Context: an optimization exercise on an open-source flow, tuned for small area and a short achievable clock period. The choices shown serve that exercise and are no tape-out recipe. Where RTL was checked, it was by simulation tests only, not by an equivalence proof against the original. Power and IR drop assume default switching activity.

job 1014:
==> module qdAccum, before the edit <==
module qdAccum (
  input  logic         clk,
  input  logic         clear,
  input  logic [40:0]  prod,
  input  logic [7:0]   place,
  input  logic         neg,
  input  logic         termNaR,
  output logic [127:0] quire,
  output logic         quireNaR
);
  logic [127:0] aligned;
  logic [127:0] sum;
  always_comb begin
    aligned = '0;
    for (int j = 0; j < 8; j++) begin
      aligned = aligned | (({87'd0, prod} << (16 * j)) & {128{place[j]}});
    end
  end
  qdAddHC #(.W(128)) add (.a(quire), .b(aligned ^ {128{neg}}), .ci(neg), .s(sum));
  always_ff @(posedge clk) begin
    if (clear) begin
      quire <= '0;
      quireNaR <= 1'b0;
    end else begin
      quire <= sum;
      quireNaR <= quireNaR | termNaR;
    end
  end
endmodule
==> module qdAddHC, before the edit <==
module qdAddHC #(
  parameter int W = 128
) (
  input  logic [W-1:0] a,
  input  logic [W-1:0] b,
  input  logic         ci,
  output logic [W-1:0] s
);
  localparam int L = $clog2(W);
  logic [W-1:0] p0, g0;
  logic [W-1:0] g, p, gn, pn;
  logic [W-1:0] c;
  always_comb begin
    p0 = a ^ b;
    g0 = a & b;
    g = g0;
    p = p0;
    g[0] = g0[0] | (p0[0] & ci);
    for (int i = 1; i < W; i += 2) begin
      g[i] = g[i] | (p[i] & g[i-1]);
      p[i] = p[i] & p[i-1];
    end
    for (int l = 1; l < L; l++) begin
      gn = g;
      pn = p;
      for (int i = 1; i < W; i += 2) begin
        if (i - (1 << l) >= 0) begin
          gn[i] = g[i] | (p[i] & g[i - (1 << l)]);
          pn[i] = p[i] & p[i - (1 << l)];
        end
      end
      g = gn;
      p = pn;
    end
    for (int i = 2; i < W; i += 2) begin
      g[i] = g[i] | (p[i] & g[i-1]);
    end
    c = {g[W-2:0], ci};
    s = p0 ^ c;
  end
endmodule
Settings: LEC_CHECK=0, ABC_AREA=1, CAP_MARGIN=20, CORE_MARGIN=2, CORE_UTILIZATION=50, PLACE_DENSITY=0.65, SETUP_SLACK_MARGIN=0.5, SLEW_MARGIN=20; clock period 22.0 ns.
run.sh (not shown) runs the stock make flow with config.mk's settings and CLKGATE_MAP_FILE= SYNTH_SCRIPT=/design/flow/synth_recipe.tcl, a recipe that flattens the netlist after the stock synthesis.
#### Input delta (job 9919 over job 1014)
--- a/flow/design.v
+++ b/flow/design.v
@@ -495,11 +495,11 @@
     aligned = '0;
     for (int j = 0; j < 8; j++) begin
       aligned = aligned | (({87'd0, prod} << (16 * j)) & {128{place[j]}});
     end
   end
-  qdAddHC #(.W(128)) add (.a(quire), .b(aligned ^ {128{neg}}), .ci(neg), .s(sum));
+  qdAdd #(.W(128)) add (.a(quire), .b(aligned ^ {128{neg}}), .ci(neg), .s(sum));
   always_ff @(posedge clk) begin
     if (clear) begin
       quire <= '0;
       quireNaR <= 1'b0;
     end else begin
@@ -540,51 +540,10 @@
     end
     c = {g[W-2:0], ci};
     s = p0 ^ c;
   end
 endmodule
-module qdAddHC #(
-  parameter int W = 128
-) (
-  input  logic [W-1:0] a,
-  input  logic [W-1:0] b,
-  input  logic         ci,
-  output logic [W-1:0] s
-);
-  localparam int L = $clog2(W);
-  logic [W-1:0] p0, g0;
-  logic [W-1:0] g, p, gn, pn;
-  logic [W-1:0] c;
-  always_comb begin
-    p0 = a ^ b;
-    g0 = a & b;
-    g = g0;
-    p = p0;
-    g[0] = g0[0] | (p0[0] & ci);
-    for (int i = 1; i < W; i += 2) begin
-      g[i] = g[i] | (p[i] & g[i-1]);
-      p[i] = p[i] & p[i-1];
-    end
-    for (int l = 1; l < L; l++) begin
-      gn = g;
-      pn = p;
-      for (int i = 1; i < W; i += 2) begin
-        if (i - (1 << l) >= 0) begin
-          gn[i] = g[i] | (p[i] & g[i - (1 << l)]);
-          pn[i] = p[i] & p[i - (1 << l)];
-        end
-      end
-      g = gn;
-      p = pn;
-    end
-    for (int i = 2; i < W; i += 2) begin
-      g[i] = g[i] | (p[i] & g[i-1]);
-    end
-    c = {g[W-2:0], ci};
-    s = p0 ^ c;
-  end
-endmodule
 `timescale 1ns/1ps
 module qdRound (
   input  logic [127:0] quire,
   input  logic         quireNaR,
   output logic [15:0]  result
Notes after the runs:
- Diff job 9919 and job 1014: proportion of cell area spent on the clock network lower in job 1014
- The floorplan die width number comes out lower for job 9919 vs job 1014.
- [job 9919 vs job 1014] multi-input combinational cell count: lower in job 9919
- From job 1014 to job 9919 the numbers moved as follows: internal cell power increased 19 uW, utilization increased 0.21 points.
No functional check of the RTL was part of job 1014.

[what the ideal ports hide]
How much do the figures lean on ideal ports? The routed layouts below were timed once more, with nothing changed but the port constraints.
Step 1, drivers: a clkbuf_16 drives clk and a buf_2 each remaining input, both assumed.
Step 2 moves the port delays by t, midway between the first and last clock arrival at a register: inputs arrive t later, outputs are due t later. That takes back most of the time a late clock gives input paths.
a / b / c = ideal ports / drivers / drivers and shift; a / b = the first two.
run	t, ns	setup slack, ns	worst setup path at the end	latest minus earliest clock arrival (ns)	worst slew at a driven data input, ns
job 1014	0.614	14.189 / 14.189 / 14.189	register to register	0.029 / 0.030	0.03
job 9919	0.603	14.280 / 14.280 / 14.280	register to register	0.031 / 0.031	0.04
After both steps setup and hold are still met in every run listed.
